Background: an optimization exercise with open tools, aiming at small area, a short achievable clock period and few clock cycles per item. Do not read the settings as production practice.
The RTL was checked by simulation tests, not by an equivalence proof against the original design.
No activity file was given, so power comes from the tool's default toggle rates.

===== flow/config.mk =====
export PLATFORM = sky130hd
export DESIGN_NAME = exec_stage
export DESIGN_NICKNAME = exec_stage
export VERILOG_FILES = /design/flow/design.v
export SDC_FILE = /design/flow/constraint.sdc
export NUM_CORES = 4
export LEC_CHECK = 0
export CAP_MARGIN = 20
export CORE_MARGIN = 2
export CORE_UTILIZATION = 40
export SETUP_SLACK_MARGIN = 0.8
export SLEW_MARGIN = 20

===== flow/run.sh =====
#!/bin/bash
# synth_recipe.tcl (not shown) runs the flow's synth.tcl, then flattens the netlist and writes it again
# the make line also repeats each setting of config.mk as NAME=value (left out here)
make -C /OpenROAD-flow-scripts/flow DESIGN_CONFIG=/design/flow/config.mk WORK_HOME=/design/flow/orfs CLKGATE_MAP_FILE= SYNTH_SCRIPT=/design/flow/synth_recipe.tcl finish

===== flow/design.v =====
`timescale 1ns/1ps
`default_nettype none
package cpu_pkg;
    localparam int data_width = 32;
    localparam int w_oper     = 3;
    localparam int w_func     = 5;
    localparam int md_cycles  = 32;    
    localparam logic [w_oper-1:0] oper_alus = 3'd0;
    localparam logic [w_oper-1:0] oper_aluu = 3'd1;
    localparam logic [w_oper-1:0] oper_mfhi = 3'd2;
    localparam logic [w_oper-1:0] oper_mflo = 3'd3;
    localparam logic [w_oper-1:0] oper_mthi = 3'd4;
    localparam logic [w_oper-1:0] oper_mtlo = 3'd5;
    localparam logic [w_oper-1:0] oper_mfc0 = 3'd6;
    localparam logic [w_func-1:0] func_none = 5'd0;
    localparam logic [w_func-1:0] func_and  = 5'd1;
    localparam logic [w_func-1:0] func_or   = 5'd2;
    localparam logic [w_func-1:0] func_xor  = 5'd3;
    localparam logic [w_func-1:0] func_nor  = 5'd4;
    localparam logic [w_func-1:0] func_lui  = 5'd5;
    localparam logic [w_func-1:0] func_sll  = 5'd6;
    localparam logic [w_func-1:0] func_srl  = 5'd7;
    localparam logic [w_func-1:0] func_sra  = 5'd8;
    localparam logic [w_func-1:0] func_add  = 5'd9;
    localparam logic [w_func-1:0] func_sub  = 5'd10;
    localparam logic [w_func-1:0] func_slt  = 5'd11;
    localparam logic [w_func-1:0] func_mul  = 5'd12;
    localparam logic [w_func-1:0] func_div  = 5'd13;
    localparam logic [4:0] cp0_badvaddr = 5'd8;
    localparam logic [4:0] cp0_count    = 5'd9;
    localparam logic [4:0] cp0_compare  = 5'd11;
    localparam logic [4:0] cp0_status   = 5'd12;
    localparam logic [4:0] cp0_cause    = 5'd13;
    localparam logic [4:0] cp0_epc      = 5'd14;
endpackage
module bk_adder #(
    parameter int W = 34
) (
    input  logic [W-1:0] x,
    input  logic [W-1:0] y,
    input  logic         cin,
    output logic [W-1:0] s
);
    logic [W:0] g;
    logic [W:0] p;
    logic [W:0] gg;
    logic [W:0] pp;
    always_comb begin
        g[0] = cin;
        p[0] = 1'b0;
        for (int i = 0; i < W; i++) begin
            g[i+1] = x[i] & y[i];
            p[i+1] = x[i] ^ y[i];
        end
        gg = g;
        pp = p;
        for (int d = 1; d <= W; d = d * 2) begin
            for (int i = W; i >= 1; i--) begin
                if (((i / d) % 2) == 1) begin
                    gg[i] = gg[i] | (pp[i] & gg[(i / d) * d - 1]);
                    pp[i] = pp[i] & pp[(i / d) * d - 1];
                end
            end
        end
        for (int i = 0; i < W; i++) begin
            s[i] = p[i+1] ^ gg[i];
        end
    end
endmodule
module pfx_sign #(
    parameter int W = 33
) (
    input  logic [W-1:0] x,
    input  logic [W-1:0] yn,
    input  logic         cin,
    output logic         sign
);
    logic [W:0] g;
    logic [W:0] p;
    logic [W:0] gg;
    logic [W:0] pp;
    always_comb begin
        g[0] = cin;
        p[0] = 1'b0;
        for (int i = 0; i < W; i++) begin
            g[i+1] = x[i] & yn[i];
            p[i+1] = x[i] ^ yn[i];
        end
        gg = g;
        pp = p;
        for (int d = 1; d <= W; d = d * 2) begin
            for (int i = W; i >= 1; i--) begin
                if (((i / d) % 2) == 1) begin
                    gg[i] = gg[i] | (pp[i] & gg[(i / d) * d - 1]);
                    pp[i] = pp[i] & pp[(i / d) * d - 1];
                end
            end
        end
        sign = p[W] ^ gg[W-1];
    end
endmodule
module alu_arith (
    input  logic [31:0] a,
    input  logic [31:0] b,
    input  logic        is_signed,
    input  logic        sel_add,
    input  logic        sel_sub,
    input  logic        sel_slt,
    input  logic        sel_other,
    input  logic [31:0] other,
    output logic [31:0] result,
    output logic        ov
);
    logic [32:0] ga, pa, gga, ppa;
    logic [33:0] gs, ps, ggs, pps;
    logic [31:0] sum_add;
    logic [32:0] sum_sub;
    logic [32:0] xs;
    logic [32:0] ys;
    assign xs = {is_signed & a[31], a};
    assign ys = ~{is_signed & b[31], b};
    always_comb begin
        ga[0] = 1'b0;
        pa[0] = 1'b0;
        for (int i = 0; i < 32; i++) begin
            ga[i+1] = a[i] & b[i];
            pa[i+1] = a[i] ^ b[i];
        end
        gga = ga;
        ppa = pa;
        for (int d = 1; d <= 32; d = d * 2) begin
            for (int i = 32; i >= 1; i--) begin
                if (((i / d) % 2) == 1) begin
                    gga[i] = gga[i] | (ppa[i] & gga[(i / d) * d - 1]);
                    ppa[i] = ppa[i] & ppa[(i / d) * d - 1];
                end
            end
        end
        for (int i = 0; i < 32; i++) begin
            sum_add[i] = pa[i+1] ^ gga[i];
        end
    end
    always_comb begin
        gs[0] = 1'b1;
        ps[0] = 1'b0;
        for (int i = 0; i < 33; i++) begin
            gs[i+1] = xs[i] & ys[i];
            ps[i+1] = xs[i] ^ ys[i];
        end
        ggs = gs;
        pps = ps;
        for (int d = 1; d <= 33; d = d * 2) begin
            for (int i = 33; i >= 1; i--) begin
                if (((i / d) % 2) == 1) begin
                    ggs[i] = ggs[i] | (pps[i] & ggs[(i / d) * d - 1]);
                    pps[i] = pps[i] & pps[(i / d) * d - 1];
                end
            end
        end
        for (int i = 0; i < 33; i++) begin
            sum_sub[i] = ps[i+1] ^ ggs[i];
        end
    end
    assign result = ({32{sel_add}} & sum_add) |
                    ({32{sel_sub}} & sum_sub[31:0]) |
                    {31'b0, sel_slt & sum_sub[32]} |
                    ({32{sel_other}} & other);
    assign ov = is_signed & ((sel_add & (a[31] == b[31]) & (sum_add[31] != a[31])) |
                             (sel_sub & (a[31] != b[31]) & (sum_sub[31] != a[31])));
endmodule
module md_arith (
    input  logic [33:0] x,
    input  logic [33:0] y0,
    input  logic [33:0] y1,
    input  logic        c0,
    input  logic        c1,
    input  logic        is_div,
    input  logic        skip,
    input  logic [31:0] lo,
    input  logic [31:0] skip_hi,
    input  logic [31:0] skip_lo,
    output logic [31:0] s_out,
    output logic        s_sign,
    output logic [31:0] run_hi,
    output logic [31:0] run_lo
);
    logic [33:0] cs_s;
    logic [33:0] cs_c;
    logic [34:0] g;
    logic [34:0] p;
    logic [33:0] s;
    assign cs_s = x ^ y0 ^ y1;
    assign cs_c = {(x[32:0] & y0[32:0]) | (x[32:0] & y1[32:0]) | (y0[32:0] & y1[32:0]), c1};
    always_comb begin
        g[0] = c0;
        p[0] = 1'b0;
        for (int i = 0; i < 34; i++) begin
            g[i+1] = cs_s[i] & cs_c[i];
            p[i+1] = cs_s[i] ^ cs_c[i];
        end
        for (int d = 1; d <= 34; d = d * 2) begin
            for (int i = 34; i >= 1; i--) begin
                if (((i / d) % 2) == 1) begin
                    g[i] = g[i] | (p[i] & g[(i / d) * d - 1]);
                    p[i] = p[i] & p[(i / d) * d - 1];
                end
            end
        end
        for (int i = 0; i < 34; i++) begin
            s[i] = cs_s[i] ^ cs_c[i] ^ g[i];
        end
    end
    assign s_out  = s[31:0];
    assign s_sign = s[32];    
    always_comb begin
        if (skip) begin
            run_hi = skip_hi;
            run_lo = skip_lo;
        end else if (is_div) begin
            run_hi = s[31:0];
            run_lo = {lo[30:0], ~s[32]};
        end else begin
            run_hi = s[33:2];
            run_lo = {s[1:0], lo[31:2]};
        end
    end
endmodule
module md_skip (
    input  logic [31:0] hi,
    input  logic [31:0] lo,
    input  logic [32:0] bn,        
    input  logic        cin,
    input  logic        rx,
    input  logic        is_div,
    input  logic        pos_ge8,
    output logic        skip
);
    logic [32:0] xs;
    logic [33:0] g;
    logic [33:0] p;
    logic        neg;
    assign xs = {1'b0, hi[23:0], lo[31:24]};
    always_comb begin
        g[0] = cin;
        p[0] = 1'b0;
        for (int i = 0; i < 33; i++) begin
            g[i+1] = xs[i] & bn[i];
            p[i+1] = xs[i] ^ bn[i];
        end
        for (int d = 1; d <= 33; d = d * 2) begin
            for (int i = 33; i >= 1; i--) begin
                if (((i / d) % 2) == 1) begin
                    g[i] = g[i] | (p[i] & g[(i / d) * d - 1]);
                    p[i] = p[i] & p[(i / d) * d - 1];
                end
            end
        end
        neg = xs[32] ^ bn[32] ^ g[32];
    end
    assign skip = pos_ge8 & (is_div ? (~rx & (hi[31:24] == 8'h00) & neg) : (lo[7:0] == 8'h00));
endmodule
`timescale 1ns/1ps
`default_nettype none
`default_nettype wire
`timescale 1ns/1ps
`default_nettype none
`default_nettype wire
`timescale 1ns/1ps
`default_nettype none
`default_nettype wire
`timescale 1ns/1ps
`default_nettype none
`default_nettype wire
`timescale 1ns/1ps
`default_nettype none
import cpu_pkg::*;
module exec_stage (
    input  logic                  clk,
    input  logic                  reset,
    input  logic [w_oper-1:0]     oper,
    input  logic [w_func-1:0]     func,
    input  logic [data_width-1:0] source_a,
    input  logic [data_width-1:0] source_b,
    input  logic [4:0]            cp0_addr,
    input  logic                  cp0_write,
    output logic [data_width-1:0] result,
    output logic                  ov,
    output logic                  busy,
    output logic                  timer_irq
);
    logic [data_width-1:0] cp0_rt_data;
    logic [data_width-1:0] hi;
    logic [data_width-1:0] lo;
    logic                  is_signed;
    logic                  left;
    logic [data_width-1:0] sh_in;
    logic [data_width-1:0] sh_out;
    logic [data_width-1:0] shifted;
    logic                  fill;
    logic [data_width-1:0] other;
    logic                  sel_add;
    logic                  sel_sub;
    logic                  sel_slt;
    assign is_signed = (oper == oper_alus);
    assign sel_add   = (func == func_add);
    assign sel_sub   = (func == func_sub);
    assign sel_slt   = (func == func_slt);
    alu_arith u_arith (
        .a         (source_a),
        .b         (source_b),
        .is_signed (is_signed),
        .sel_add   (sel_add),
        .sel_sub   (sel_sub),
        .sel_slt   (sel_slt),
        .sel_other (~(sel_add | sel_sub | sel_slt)),
        .other     (other),
        .result    (result),
        .ov        (ov)
    );
    assign left = (func == func_sll);
    assign fill = (func == func_sra) & source_a[data_width-1];
    always_comb begin
        for (int i = 0; i < data_width; i++) begin
            sh_in[i] = left ? source_a[data_width-1-i] : source_a[i];
        end
    end
    assign sh_out = $signed({fill, sh_in}) >>> source_b[4:0];
    always_comb begin
        for (int i = 0; i < data_width; i++) begin
            shifted[i] = left ? sh_out[data_width-1-i] : sh_out[i];
        end
    end
    always_comb begin
        case (func)
            func_and: begin
                case (oper)
                    oper_mfhi: other = hi;
                    oper_mflo: other = lo;
                    oper_mfc0: other = cp0_rt_data;
                    default:   other = source_a & source_b;
                endcase
            end
            func_or:  other = source_a | source_b;
            func_xor: other = source_a ^ source_b;
            func_nor: other = ~(source_a | source_b);
            func_lui: other = {source_b[15:0], 16'h0000};
            func_sll, func_srl, func_sra: other = shifted;
            default:  other = '0;    
        endcase
    end
    logic                  st_pre;
    logic                  st_run;
    logic                  st_posthi;
    logic                  st_postlo;
    logic                  sel_nlo;    
    logic                  sel_nhi;    
    logic                  sel_div;    
    logic                  sel_mul;    
    logic [5:0]            pos;       
    logic                  is_div;
    logic                  sgn;
    logic                  neg_a;
    logic                  neg_b;
    logic                  op_sub;
    logic [data_width-1:0] b;
    logic                  rx;        
    logic                  start;
    logic                  is_md;
    logic                  s_sgn;
    logic                  a_neg_in;
    logic                  t;
    logic                  u;
    logic                  e;
    logic [33:0]           bx;
    logic [33:0]           x;
    logic [33:0]           y0;
    logic [33:0]           y1;
    logic                  c0;
    logic                  skip;
    logic                  last;
    logic [5:0]            pos_next;
    logic [5:0]            pos_step;
    logic [5:0]            pos_skip;
    logic [data_width-1:0] skip_hi;
    logic [data_width-1:0] skip_lo;
    logic [data_width-1:0] s_out;
    logic                  s_sign;
    logic                  n_pre;
    logic                  n_run;
    logic                  n_posthi;
    logic                  n_postlo;
    logic                  n_div;
    logic [data_width-1:0] run_hi;
    logic [data_width-1:0] run_lo;
    assign busy     = st_pre | st_run | st_posthi | st_postlo;
    assign is_md    = (func == func_mul) || (func == func_div);
    assign start    = is_md && !busy;
    assign s_sgn    = (oper != oper_aluu);
    assign a_neg_in = s_sgn & source_a[data_width-1];
    assign e      = sgn & hi[data_width-1];
    assign bx     = {{2{sgn & b[data_width-1]}}, b};
    assign t  = op_sub ^ rx;
    assign u  = op_sub ^ ~neg_a;
    assign x = ({34{sel_nlo}} & ~{2'b00, lo}) |
               ({34{sel_nhi}} & ({{2{rx}}, hi} ^ {34{neg_a}})) |
               ({34{sel_div}} & {rx, hi, lo[data_width-1]}) |
               ({34{sel_mul}} & {{2{e}}, hi});
    always_comb begin
        y0 = '0;
        c0 = 1'b0;
        if (sel_nlo) begin
            c0 = 1'b1;
        end else if (sel_nhi) begin
            y0 = rx ? (bx ^ {34{u}}) : '0;
            c0 = rx & u;
        end else if (sel_div) begin
            y0 = bx ^ {34{t}};
            c0 = t;
        end else begin
            y0 = (bx & {34{lo[0]}}) ^ {34{op_sub}};
            c0 = op_sub;
        end
    end
    assign y1 = sel_mul ? (({bx[32:0], 1'b0} & {34{lo[1]}}) ^ {34{op_sub}}) : '0;
    md_arith u_arith_md (
        .x       (x),
        .y0      (y0),
        .y1      (y1),
        .c0      (c0),
        .c1      ((sel_mul & op_sub) | (sel_nhi & neg_a)),
        .is_div  (is_div),
        .skip    (skip),
        .lo      (lo),
        .skip_hi (skip_hi),
        .skip_lo (skip_lo),
        .s_out   (s_out),
        .s_sign  (s_sign),
        .run_hi  (run_hi),
        .run_lo  (run_lo)
    );
    md_skip u_skip (
        .hi      (hi),
        .lo      (lo),
        .bn      (bx[32:0] ^ {33{op_sub}}),
        .cin     (op_sub),
        .rx      (rx),
        .is_div  (is_div),
        .pos_ge8 (pos[5:3] != 3'd0),
        .skip    (skip)
    );
    assign skip_hi  = is_div ? {hi[23:0], lo[data_width-1:24]} : {{8{e}}, hi[data_width-1:8]};
    assign skip_lo  = is_div ? {lo[23:0], 8'h00} : {hi[7:0], lo[data_width-1:8]};
    assign pos_step = pos - (is_div ? 6'd1 : 6'd2);
    assign pos_skip = pos - 6'd8;
    assign pos_next = skip ? pos_skip : pos_step;
    assign last     = skip ? (pos == 6'd8) : (pos_step == 6'd0);
    assign n_pre    = start & a_neg_in;
    assign n_run    = (start & ~a_neg_in) | st_pre | (st_run & ~last);
    assign n_posthi = st_run & last & is_div & (neg_a | (~skip & s_sign) | (skip & rx));
    assign n_postlo = ((st_run & last & ~n_posthi) | st_posthi) & is_div & (neg_a ^ neg_b);
    assign n_div    = start ? (func == func_div) : is_div;
    always_ff @(posedge clk) begin
        if (reset) begin
            st_pre    <= 1'b0;
            st_run    <= 1'b0;
            st_posthi <= 1'b0;
            st_postlo <= 1'b0;
            sel_nlo   <= 1'b0;
            sel_nhi   <= 1'b0;
            sel_div   <= 1'b0;
            sel_mul   <= 1'b0;
        end else begin
            st_pre    <= n_pre;
            st_run    <= n_run;
            st_posthi <= n_posthi;
            st_postlo <= n_postlo;
            sel_nlo   <= n_pre | n_postlo;
            sel_nhi   <= n_posthi;
            sel_div   <= n_run & n_div;
            sel_mul   <= n_run & ~n_div;
        end
    end
    always_ff @(posedge clk) begin
        if (start) begin
            is_div <= (func == func_div);
            sgn    <= s_sgn;
            neg_a  <= a_neg_in;
            neg_b  <= s_sgn & source_b[data_width-1];
            op_sub <= (func == func_div) ? ~(s_sgn & source_b[data_width-1]) : a_neg_in;
            b      <= source_b;
            pos    <= 6'd32;
        end else if (st_run) begin
            pos <= pos_next;
        end
    end
    always_ff @(posedge clk) begin
        if (reset) begin
            hi <= '0;
            lo <= '0;
            rx <= 1'b0;
        end else begin
            if (st_run) begin
                hi <= run_hi;
                lo <= run_lo;
                rx <= is_div & (skip ? rx : s_sign);
            end else if (st_posthi) begin
                hi <= s_out;
            end else if (st_pre | st_postlo) begin
                lo <= s_out;
            end else if (start) begin
                hi <= '0;
                lo <= source_a;
                rx <= 1'b0;
            end else begin
                if (oper == oper_mthi) hi <= source_a;
                if (oper == oper_mtlo) lo <= source_a;
            end
        end
    end
    logic [data_width-1:0] count;
    logic [data_width-1:0] compare;
    logic [data_width-1:0] status;
    logic [data_width-1:0] epc;
    logic                  compare_ok;
    logic                  status_ok;
    logic                  epc_ok;
    logic                  irq;
    logic                  half_tick;
    logic                  match;
    logic [data_width-1:0] count_inc;
    assign count_inc = count + 1'b1;
    assign match     = compare_ok && (count == compare) && (compare != '0);
    assign timer_irq = irq;    
    always_ff @(posedge clk) begin
        if (reset) begin
            count     <= '0;
            compare_ok <= 1'b0;
            status_ok  <= 1'b0;
            epc_ok     <= 1'b0;
            irq       <= 1'b0;
            half_tick <= 1'b0;
        end else begin
            half_tick <= ~half_tick;
            if (cp0_write && cp0_addr == cp0_count) begin
                count <= source_b;
            end else if (half_tick) begin
                count <= count_inc;    
            end
            if (cp0_write && cp0_addr == cp0_status) begin
                status_ok <= 1'b1;
            end
            if (cp0_write && cp0_addr == cp0_epc) begin
                epc_ok <= 1'b1;
            end
            if (cp0_write && cp0_addr == cp0_compare) begin
                compare_ok <= 1'b1;
                irq        <= 1'b0;    
            end else if (match) begin
                irq <= 1'b1;
            end
        end
    end
    always_ff @(posedge clk) begin
        if (cp0_write && cp0_addr == cp0_status) begin
            status <= source_b;
        end
        if (cp0_write && cp0_addr == cp0_epc) begin
            epc <= source_b;
        end
        if (cp0_write && cp0_addr == cp0_compare) begin
            compare <= source_b;
        end
    end
    always_comb begin
        case (cp0_addr)
            cp0_count:    cp0_rt_data = count;
            cp0_compare:  cp0_rt_data = compare_ok ? compare : '0;
            cp0_status:   cp0_rt_data = status_ok ? status : '0;
            cp0_cause:    cp0_rt_data = {16'h0000, irq, 15'h0000};
            cp0_epc:      cp0_rt_data = epc_ok ? epc : '0;
            default:      cp0_rt_data = '0;    
        endcase
    end
endmodule
`default_nettype wire

===== flow/constraint.sdc =====
create_clock -name core_clock -period 7.0 [get_ports {clk}]
set_input_delay 1.4000 -clock core_clock [delete_from_list [all_inputs] [get_ports {clk}]]
set_output_delay 1.4000 -clock core_clock [all_outputs]
set_load 0.01 [all_outputs]

==> results of run 1 <==
worst max-delay path by stage:
| stage | slack (ns) | cells past startpoint | start | end |
|---|---|---|---|---|
| floorplan | 0.72 | 18 | source_b[1] | result[31] |
| global route | 0.58 | 16 | source_a[17] | result[31] |
| detailed placement | -0.30 | 17 | source_a[21] | result[31] |
| finish | 0.70 | 16 | source_a[17] | result[31] |
| CTS | 0.60 | 17 | source_b[24] | result[31] |
| global placement | -0.29 | 17 | source_a[21] | result[31] |
routing by layer:
layer / global-route usage [%] / part of all wire [%] / up-vias
met4: 27.4 / 9.0 / 6
li1: - / - / 12699
met5: 0 / 0.028 / -
met1: 49.4 / 38 / 14324
met3: 10.4 / 13 / 529
met2: 53.4 / 40 / 2188
area by class of cell:
type                            count  area share (%)
Multi-Input combinational cell   2644            61.3
Sequential cell                   248            19.5
Timing Repair Buffer              422            10.7
Tap cell                          873            3.39
Clock buffer                       33            2.29
Inverter                          169            1.99
Clock inverter                     19           0.695
Antenna cell                        2          0.0155
flip-flops by register name (all words and copies together), names as in the netlist, 6 cells and up:
register / flops
pos: 6
epc: 32
hi: 32
status: 32
count: 32
b: 32
lo: 32
compare: 32
logic make-up (layout without fill, tap and decap cells):
family	after synthesis	count (layout)	share of synthesized area, %
flops	248	248	23.4
mux	126	126	7.13
buf+inv	449	643	6.38
xor+xnor	264	264	8.60
fa+ha+maj	212	212	11.2
other cells	0	2	0
simple gates	937	937	15.7
compound gates	1105	1105	27.6
where the power goes:
group | total, mW | internal (mW) | switching, mW
registers | 1.78 | 1.60 | 0.184
clock network | 1.58 | 0.906 | 0.671
logic | 2.34 | 0.865 | 1.47
total | 5.70 | 3.37 | 2.33
per-stage QoR:
step / TNS (ns) / power (mW) / hold WS (ns) / utilization [%] / cell area [µm²]
CTS: 0 / 5.55 / 0.476 / 47.6 / 31800
finish: 0 / 5.70 / 0.477 / 48.3 / 32200
floorplan: 0 / 3.06 / 0.432 / - / 26900
global placement: -0.459 / 3.95 / 0.447 / 45.4 / 30300
global route: 0 / 5.87 / 0.517 / 48.3 / 32200
detailed placement: -0.498 / 3.96 / 0.459 / 45.4 / 30300
timing repair:
item	4_1_cts	5_1_grt
endpoints found under the setup margin	33	39
setup buffers	17	12
resized for setup	246	102
pin swaps	36	34
placed cells by master (no fill, tap or decap), types with 27 or more instances in the layout:
cell type | Yosys | routed
nand2_1 | 385 | 381
buf_4 | 0 | 292
nor2_1 | 245 | 233
a21oi_1 | 227 | 216
o21ai_0 | 229 | 216
xor2_1 | 149 | 148
ha_1 | 163 | 138
inv_1 | 161 | 135
edfxtp_1 | 132 | 132
xnor2_1 | 115 | 115
dfxtp_1 | 116 | 112
a22oi_1 | 105 | 105
o22ai_1 | 83 | 80
a221o_1 | 62 | 62
a211oi_1 | 64 | 61
mux2i_1 | 61 | 58
nand3_1 | 55 | 54
mux4_2 | 51 | 51
fa_1 | 49 | 49
o211ai_1 | 46 | 46
a221oi_1 | 50 | 44
nor3_1 | 44 | 40
and2_1 | 38 | 39
dlygate4sd2_1 | 0 | 38
clkdlybuf4s50_1 | 0 | 35
a31oi_1 | 41 | 29
clkbuf_16 | 0 | 28
nand4_1 | 27 | 27
inv_2 | 4 | 27
critical path: stages:
cell           delay (ns)
dlygate4sd2_1        0.37
inv_1                0.12
ha_1                 0.33
or3_4                0.41
a211oi_4             0.17
a21oi_2              0.07
o21ai_2              0.18
a21o_1               0.18
a21oi_2              0.07
o21bai_2             0.13
fa_1                 0.46
a221oi_2             0.26
o21a_1               0.15
o2111ai_1            0.09
a221o_1              0.35
buf_2                0.17
==> flow_metrics.tcl, run 1 <==
set metrics [dict create \
    status "finished clean" \
    dp_hpwl_um 101000 \
    grt_max_degree 103 \
    pre_cts_ws_ns -0.305 \
    vdd_drop_max_mv 0.205 \
    cts_buffers 28 \
    synth_seq_area_share_pct 23.4 \
    fin_crit_ns 6.30 \
    worstMarginPinSlew_ns 1.10 \
    ant_nets 0 \
    skew_ns 0.0585 \
    crit_path_end_kind "primary output" \
    die_w_um 263 \
    synthCells 3341 \
    synth_top_area_share_pct 14.7 \
    wirelength_um 136000 \
    worst_slack_ns 0.701 \
    clk_pin_slew_ns 0.07 \
    grt_overflow_total 0 \
    maxCapViolCount 0 \
    max_slew_margin_pct 25.8 \
    p_leak_nw 12.4 \
    dr.first_iter.drc_count 4304 \
    num_rows 95 \
    io_buffer_count 114 \
    vias_per_cell 6.75 \
    ys_top_cells_by_area "edfxtp_1, dfxtp_1, ha_1" \
    vias 29746 \
    crit_arrival_ns 4.90 \
    hold_end "epc_ok$_SDFFE_PP0P_" \
    finalCritPeriodShare_pct 90.0 \
    syn_to_final_growth_pct 20.0 \
    slew_violations 0 \
    core-area_um2 66800 \
    synth-seq-cells 248 \
    hp-start "epc_ok$_SDFFE_PP0P_" \
    yosysTopAreaCell "edfxtp_1" \
    ff2ff_path_depth 20 \
    track_usage_pct 37.8 \
    fillers 6693 \
    drt-pass1-iter-count 7 \
    synth_area_per_cell_um2 8.04 \
    grt_pass1_wl_um 193000 \
    drive_gt1_share_pct 17.9 \
    initial_utilization_pct 40.2 \
    cts.sinks 248 \
    synth_cell_type_count 82 \
    critPathMaxFanout 3 \
    worstHoldPathCells 2 \
    synth_common_cells "nand2_1, nor2_1, o21ai_0" \
    first_global_vias 27008 \
    critical_path.startpoint_type "input port" \
    yosysWarnings 4 \
    cts_max_path_buffers 3 \
    crit_required_ns 5.60 \
    syn_nets 3633 \
    hold_buffers 0 \
    tritoncts "done" \
    drc 0 \
    regArea_um2 6300 \
    antenna_found_initial 9 \
    gp_congestion 1.06 \
    max_freq_ghz 0.159 \
    rsz0062_at_grt "true" \
    final_hold_viol_count 0 \
    wire_per_inst_um 30.9 \
    ys_dominant_reg_cell "edfxtp_1" \
    htreeDepth 1 \
    r2r-start "op_sub$_DFFE_PP_" \
    final_nets 3805 \
    powerDensity_nw_per_um2 177 \
    r2r-end "hi[29]$_SDFFE_PP0P_" \
    hold_path_class "reg2reg" \
    dieArea_um2 69300 \
    io_pins 115 \
    root_buffer "clkbuf_16" \
    yosysMostFrequentCell "nand2_1" \
    critPathKind "in2out" \
    multi_input_area_um2 19800 \
    synth_edf_count 132 \
    setup_violations 0 \
    worstSkewPairLatency_ns 0.61 \
    r2r_setup_slack_ns 1.13 \
    dp_cells 4325 \
    synthArstFlopShare_pct 0 \
    chipHeight_um 263 \
    synth.cell_area_um2 26900 \
    fin_cells 4410 \
]
Testbench counts, summed over its fixed seeds: cycles 21,228, instructions 12,000.
==> run 2: changes to the inputs <==
--- a/flow/config.mk
+++ b/flow/config.mk
@@ -8,5 +8,7 @@
 export CAP_MARGIN = 20
 export CORE_MARGIN = 2
 export CORE_UTILIZATION = 40
-export SETUP_SLACK_MARGIN = 0.8
+export SETUP_SLACK_MARGIN = 1.0
 export SLEW_MARGIN = 20
+export SYNTH_HIERARCHICAL = 1
+export SYNTH_MINIMUM_KEEP_SIZE = 0
==> run 2 against run 1 <==
Effect of this change:
- non-clock buffer count is 48 lower
- final cell count is 6.4% higher
- sequential cell count stayed put
- highest routed layer unchanged
- worst hold slack better by 0.0026 ns
- sequential power hardly changed
- largest cell class unchanged
- first-iteration DRC count is 0.74% lower
- wire length is 3.0% lower
- critical endpoint is now ov
- area after synthesis is 4.7% higher
- critical path depth is 1 higher
- critical path type unchanged
- still clean on timing, DRC and antenna
- combinational power is 8% lower
- global-route usage is 3.2 points lower
- clock skew is 0.043 ns lower
==> flow_metrics.tcl, run 2 <==
set metrics [dict create \
    syn_to_final_growth_pct 18.4 \
    p_total_mw 5.39 \
    drt-pass1-iter-count 10 \
    dieArea_um2 72500 \
    layout_commonest_cell "nor2_1" \
    wire_per_inst_um 28.2 \
    synth_edf_count 132 \
    vias_per_cell 6.39 \
    ff2ff_path_depth 23 \
    critPathMaxFanout 2 \
    r2r-start "sel_nhi$_SDFF_PP0_" \
    slew_violations 0 \
    setup_tns_ns 0 \
    critPathKind "in2out" \
    worstHoldPathCells 1 \
    antenna_found_initial 5 \
    finish.utilization_pct 47.7 \
    io_pins 115 \
    finalCritPeriodShare_pct 85.5 \
    hp-start "status_ok$_SDFFE_PP0P_" \
    crit_path_end_kind "primary output" \
    root_buffer "clkbuf_16" \
    p_sw_share_pct 40.0 \
    ant_nets 0 \
    max_freq_ghz 0.167 \
    synthCells 3598 \
    synthArstFlopShare_pct 0 \
    holdWs_ns 0.480 \
    first_global_vias 27381 \
    ys_dominant_reg_cell "edfxtp_1" \
    intPower_mw 3.23 \
    num_rows 97 \
    combPwrFrac_pct 39.9 \
    final_hold_viol_count 0 \
    place_area_um2 31100 \
    initial_utilization_pct 40.3 \
    wirelength_um 132000 \
    worstMarginPinSlew_ns 1.02 \
    rsz0062_at_grt "true" \
    track_usage_pct 34.7 \
    chipHeight_um 269 \
    drive_gt1_share_pct 15.7 \
    maxCapViolCount 0 \
    p_leak_nw 13.5 \
    grt_pass1_wl_um 189000 \
    worst_slack_ns 1.01 \
    final_cell_mix "nor2_1, nand2_1, inv_1" \
    synth-seq-cells 248 \
    worstSkewPairLatency_ns 0.59 \
    vias 29994 \
    cpMostUsedCell "buf_4" \
    vdd_drop_max_mv 0.192 \
    critPathMaxStageDelay_ns 0.54 \
    status "finished clean" \
    r2r_setup_slack_ns 1.32 \
    critical_path.startpoint_type "input port" \
    dr.first_iter.drc_count 4272 \
    cts.sinks 248 \
    hold_end "status_ok$_SDFFE_PP0P_" \
    pre_cts_ws_ns 0.121 \
    seqPwrFrac_pct 32.7 \
    cts_buffers 29 \
    synth_top_area_share_pct 14.1 \
    gp_congestion 1.02 \
    regArea_um2 6300 \
    tritoncts "done" \
    grt_max_degree 104 \
    crit_chain "buf_8, inv_6, ha_4, or4_4, or4_4, a2111oi_4, buf_4, o31ai_4, a21oi_2, buf_4, o41ai_4, buf_4, o31ai_4, xnor2_1, o32ai_2, buf_4, buf_6" \
    hold_path_class "reg2reg" \
    fin_crit_ns 5.99 \
    synth_seq_area_share_pct 22.3 \
    htreeDepth 1 \
    max_slew_margin_pct 32.1 \
    synth_cell_type_count 112 \
    crit_required_ns 5.60 \
    synth_common_cells "nor2_1, nand2_1, o21ai_0" \
    synth.cell_area_um2 28100 \
    yosysTopAreaCell "edfxtp_1" \
    cp_slowest_cell "or4_4" \
    cts_max_path_buffers 3 \
    dp_cells 4589 \
    final_area_um2 33300 \
    skew_ns 0.0155 \
    io_buffer_count 114 \
    cp_top_family "simple AND/OR/NAND/NOR gates" \
    ys_top_cells_by_area "edfxtp_1, ha_1, dfxtp_1" \
    drc 0 \
    die_w_um 269 \
    yosysWarnings 10 \
    clk_pin_slew_ns 0.06 \
    synth_area_per_cell_um2 7.82 \
    multi_input_area_um2 20700 \
    fillers 6932 \
    pwr-share-clk_pct 27.4 \
    final_nets 4054 \
    dp_hpwl_um 97600 \
    crit_arrival_ns 4.59 \
    syn_nets 3924 \
    r2r-end "hi[30]$_SDFFE_PP0P_" \
    core-area_um2 69800 \
    p_switching_mw 2.16 \
    yosysMostFrequentCell "nor2_1" \
    setup_violations 0 \
    grt_overflow_total 0 \
    powerDensity_nw_per_um2 162 \
    fin_cells 4694 \
    cp_num_buf_inv 7 \
]
[run 2: cell types whose count changed after synthesis, sizes merged, moves of 27 or more]
cell	delta
a211oi	+48
a222oi	+69
a22oi	-30
ha	+34
inv	+69
mux4	-39
nand2b	+27
nor2	+147
o22ai	-59
xnor2	+40
xor2	-47
[run 2: cell type report]
| class | count | area share, % |
|---|---|---|
| Timing Repair Buffer | 374 | 9.95 |
| Antenna cell | 3 | 0.0225 |
| Clock inverter | 14 | 0.338 |
| Inverter | 239 | 2.71 |
| Tap cell | 940 | 3.53 |
| Multi-Input combinational cell | 2836 | 62.2 |
| Sequential cell | 248 | 18.9 |
| Clock buffer | 40 | 2.36 |
[run 2: logic make-up (layout without fill, tap and decap cells)]
| group | after synthesis | count (layout) | synth area share, % |
|---|---|---|---|
| other cells | 0 | 3 | 0 |
| compound gates | 1089 | 1090 | 27.1 |
| mux | 116 | 116 | 4.84 |
| xor+xnor | 257 | 257 | 8.00 |
| flops | 248 | 248 | 22.3 |
| fa+ha+maj | 246 | 246 | 12.2 |
| simple gates | 1127 | 1127 | 18.4 |
| buf+inv | 515 | 667 | 7.15 |
[run 2: worst register-to-register path: cells and delay by family, from the launching register on]
family,cells,cell delay [ns]
buffers and inverters,3,0.62
AND/OR/NAND/NOR,4,0.52
XOR/XNOR,1,0.23
AO/OA/AOI/OAI,12,2.40
adder cells (fa/ha/maj),3,1.20
flip-flops,1,0.55
[run 2: per-layer routing]
layer	track usage (%)	vias to the layer above	wire length [µm]
li1	-	13369	-
met4	17.8	2	8020
met5	0	-	9
met1	48.3	14253	54200
met2	51.0	1995	55100
met3	6.24	375	14900
[run 2: per-module statistics from Yosys (local to each module, per instance)]
module	cells	area, µm²	copies in the design
md_arith	517	3890	1
alu_arith	433	3170	1
exec_stage	2556	20300	1
md_skip	92	762	1
[run 2: what timing repair did]
| action | CTS | global route |
|---|---|---|
| gates cloned | 3 | 2 |
| gates resized for setup | 304 | 116 |
| pin swaps | 73 | 61 |
| buffers inserted | 30 | 13 |
| hold buffers | 0 | 0 |
| setup endpoints to repair | 38 | 39 |
[run 2: worst max path at each step]
stage                       from  end  slack (ns)  depth (start not counted)
finish              source_b[13]   ov        1.01                         17
global route         source_b[4]   ov        0.90                         16
CTS                  source_a[2]   ov        0.90                         15
detailed placement   source_a[4]   ov        0.12                         15
global placement    source_a[12]   ov        0.11                         15
floorplan           source_b[12]   ov        1.37                         14
[run 2: power groups by stage]
stage                     Sequential (mW)  Clock (mW)  Combinational (mW)
after CTS                            1.75        1.49                2.05
after floorplan                      1.69           0                1.30
final                                1.76        1.48                2.15
after global placement               1.78           0                1.98
after global routing                 1.76        1.54                2.28
after detailed placement             1.78           0                1.98
==> run 3: changes to the inputs <==
==> flow/flow/run.sh (new file) <==
#!/bin/bash
# The standard layout, with buf_4 port buffers (instead of a delay cell) and
# resizing not limited to the cell's own footprint. make's full output is in make.log.
set -euo pipefail
bash standard.sh "BUFFER_PORTS_ARGS=-buffer_cell sky130_fd_sc_hd__buf_4" MATCH_CELL_FOOTPRINT=0 finish > make.log 2>&1
==> flow/standard.sh (new file) <==
#!/bin/bash
# synth_recipe.tcl (not shown) runs the flow's synth.tcl, then flattens the netlist and writes it again
# the make line also repeats each setting of config.mk as NAME=value (left out here)
make -C /OpenROAD-flow-scripts/flow DESIGN_CONFIG=/design/flow/config.mk WORK_HOME=/design/flow/orfs CLKGATE_MAP_FILE= SYNTH_SCRIPT=/design/flow/synth_recipe.tcl "${@:-finish}"
--- a/flow/config.mk
+++ b/flow/config.mk
@@ -5,10 +5,11 @@
 export SDC_FILE = /design/flow/constraint.sdc
 export NUM_CORES = 4
 export LEC_CHECK = 0
+export ABC_AREA = 1
 export CAP_MARGIN = 20
 export CORE_MARGIN = 2
 export CORE_UTILIZATION = 40
-export SETUP_SLACK_MARGIN = 1.0
+export SETUP_SLACK_MARGIN = 1.5
 export SLEW_MARGIN = 20
 export SYNTH_HIERARCHICAL = 1
 export SYNTH_MINIMUM_KEEP_SIZE = 0
removed: flow/run.sh
==> run 3 against run 2 <==
Effect of this change:
- setup slack improved by 0.58 ns
- clock power rose by 4%
- sequential cell count stayed put
- global-route usage is 1.2 points higher
- worst hold slack worse by 0.0079 ns
- power grew 3.9%
- highest routed layer is now met4
- first-iteration DRC count up 9.3%
- utilization fell by 3.3 points
- wire length rose by 5.3%
==> flow_metrics.tcl, run 3 <==
set metrics [dict create \
    status "finished clean" \
    chipHeight_um 274 \
    powerDensity_nw_per_um2 174 \
    holdWs_ns 0.472 \
    yosysTopAreaCell "nand2_1" \
    io_pins 115 \
    synth_top_family_by_area "simple AND/OR/NAND/NOR gates" \
    endpoint "result[23]" \
    rsz0062_at_grt "false" \
    cts_max_path_buffers 3 \
    critical_path.startpoint_type "input port" \
    hold_path_class "reg2reg" \
    setup_violations 0 \
    final_nets 4887 \
    drc 0 \
    grt_overflow_total 0 \
    syn_to_final_growth_pct 10.4 \
    max_freq_ghz 0.185 \
    first_global_vias 29905 \
    core-area_um2 72600 \
    synthMuxAreaShare_pct 0.0343 \
    synth_simple_gate_area_share_pct 32.7 \
    synth-seq-cells 248 \
    antenna_found_initial 5 \
    crit_required_ns 5.60 \
    ant_nets 0 \
    dr.first_iter.drc_count 4668 \
    max_slew_margin_pct 27.1 \
    track_usage_pct 35.9 \
    place_area_um2 30700 \
    slew_violations 0 \
    io_buffer_count 114 \
    wire_per_inst_um 25.1 \
    cts.sinks 248 \
    drive_gt1_share_pct 8.88 \
    synth_common_cells "nand2_1, nand3_1, inv_1" \
    synth_compound_gate_area_share_pct 19.9 \
    yosysMostFrequentCell "nand2_1" \
    crit_path_end_kind "primary output" \
    p_total_mw 5.60 \
    r2r-start "neg_a$_DFFE_PP_" \
    grt_max_degree 84 \
    die_w_um 274 \
    finish.utilization_pct 44.4 \
    tritoncts "done" \
    final_area_um2 32200 \
    skew_ns 0.0178 \
    synth_fa_ha_area_share_pct 11.8 \
    synth_xor_area_share_pct 3.93 \
    wirelength_um 139000 \
    synth_edf_count 132 \
    cts_buffers 27 \
    critPathKind "in2out" \
    final_cell_mix "nand2_1, nand3_1, inv_1" \
    synth_cell_type_count 60 \
    synthArstFlopShare_pct 0 \
    vdd_drop_max_mv 0.172 \
    layout_commonest_cell "nand2_1" \
    grt_pass1_wl_um 201000 \
    clk_pin_slew_ns 0.07 \
    r2r-end "hi[16]$_SDFFE_PP0P_" \
    yosysWarnings 10 \
    synth.cell_area_um2 29200 \
    dp_hpwl_um 100000 \
    initial_utilization_pct 40.2 \
    startpoint "cp0_addr[0]" \
    dieArea_um2 75200 \
    finalCritPeriodShare_pct 77.3 \
    worstSkewPairLatency_ns 0.60 \
    htreeDepth 1 \
    ys_top_cells_by_area "nand2_1, edfxtp_1, nand3_1" \
    fin_crit_ns 5.41 \
    ff2ff_path_depth 22 \
    ys_dominant_reg_cell "edfxtp_1" \
    synthCells 4606 \
    r2r_setup_slack_ns 1.70 \
    synth_top_area_share_pct 14.4 \
    crit_arrival_ns 4.01 \
    num_rows 99 \
    syn_nets 4932 \
    vias_per_cell 6.08 \
    p_leak_nw 14.2 \
    synth_seq_area_share_pct 21.5 \
    setup_tns_ns 0 \
    root_buffer "clkbuf_16" \
    drt-pass1-iter-count 8 \
    gp_congestion 1.04 \
    vias 33697 \
    maxCapViolCount 0 \
    worstMarginPinSlew_ns 1.09 \
    hold_buffers 0 \
    synth_area_per_cell_um2 6.34 \
    critPathMaxFanout 32 \
    final_hold_viol_count 0 \
]
==> run 3: cell type report <==
cell class                      instances  area, µm²
Antenna cell                            4       10.0
Clock buffer                           35        716
Clock inverter                         14        193
Fill cell                            7803      40300
Inverter                              494       1870
Multi-Input combinational cell       3601      20300
Sequential cell                       248       6290
Tap cell                              959       1200
Timing Repair Buffer                  188       1680
Timing Repair inverter                  1       7.51
==> run 3: how the worst min path moves through the flow <==
| stage | start | to | cells after the start |
|---|---|---|---|
| 2_1_floorplan | half_tick$_SDFF_PP0_ | half_tick$_SDFF_PP0_ | 1 |
| 3_3_place_gp | epc_ok$_SDFFE_PP0P_ | epc_ok$_SDFFE_PP0P_ | 1 |
| 3_5_place_dp | status_ok$_SDFFE_PP0P_ | status_ok$_SDFFE_PP0P_ | 1 |
| 4_1_cts | status_ok$_SDFFE_PP0P_ | status_ok$_SDFFE_PP0P_ | 1 |
| 5_1_grt | epc_ok$_SDFFE_PP0P_ | epc_ok$_SDFFE_PP0P_ | 1 |
| 6_report | epc_ok$_SDFFE_PP0P_ | epc_ok$_SDFFE_PP0P_ | 1 |
==> run 3: per-layer routing <==
metal	global-route usage [%]	up-vias	share of wire [%]	wire, µm
met4	21.9	0	7.2	10100
met3	6.71	391	12	16100
met2	53.4	2093	42	58100
li1	-	15466	-	-
met5	0	-	0	0
met1	48.0	15747	39	54900
==> run 3: repair_timing <==
item | 4_1_cts | 5_1_grt
cloned | 2 | 0
setup buffers | 0 | 11
endpoints found under the setup margin | 14 | 26
pin swaps | 1 | 6
gates resized for setup | 28 | 66
==> run 3: Yosys stat by module (local to each module, per instance) <==
module	area (µm²)	flops+latches
md_skip	827	0
exec_stage	20600	248
alu_arith	3830	0
md_arith	3990	0
==> run 3: cells by family after synthesis <==
group                      count (synthesis)
muxes                                      1
and+or+nand+nor                         2206
xor gates and xnor gates                 131
AOI/OAI and AO/OA                       1017
adders and majority gates                246
DFF                                      248
buffers and inverters                    757
==> run 3: power by group <==
part	internal, mW	switching (mW)	leakage, nW
clock network	0.873	0.671	0.438
registers	1.60	0.188	2.14
logic	0.684	1.58	11.6
total	3.16	2.44	14.2
==> run 3: stage by stage <==
| stage | setup slack, ns | cells |
|---|---|---|
| after global routing | 1.46 | 5540 |
| final | 1.59 | 5544 |
| after floorplan | 2.03 | 4606 |
| after detailed placement | 1.05 | 5473 |
| after CTS | 1.48 | 5524 |
| after global placement | 1.07 | 5473 |
==> run 3: critical path, cell delays in order <==
cell     delay, ns
buf_4         0.09
nand2_1       0.04
nor2_1        0.14
nand2_1       0.18
nor2_4        0.75
nand2_1       0.12
nand2_1       0.11
o21ai_0       0.18
nand2_1       0.25
a21oi_1       0.15
nand3_1       0.16
nand2_1       0.11
o21a_1        0.14
nand2_1       0.06
buf_4         0.11

## static timing again, ports no longer ideal
How much do the figures lean on ideal ports? The routed layouts below were timed once more, with nothing changed but the port constraints. Step 1, drivers: a clkbuf_16 drives clk and a buf_2 each remaining input, both assumed. Step 2 also shifts input and output timing later by t, the mid clock arrival at the registers, as if the neighbouring blocks saw the same clock. Three values: ideal, step 1, step 2; two values: the first two.
run | t, ns | setup WS [ns] | latest minus earliest clock arrival (ns) | worst data-port slew with drivers (ns) | cell pins on the clock port's net
run 1 | 0.654 | 0.701 / 0.666 / 0.666 | 0.058 / 0.058 | 0.09 | 1
run 2 | 0.635 | 1.014 / 0.964 / 0.964 | 0.019 / 0.019 | 0.06 | 1
run 3 | 0.650 | 1.591 / 1.467 / 1.467 | 0.018 / 0.018 | 0.21 | 1
After both steps setup and hold are still met in every run listed. The setup slack of run 3, which loses most, moves by -0.124 ns with the drivers and by -0.124 ns with both steps.
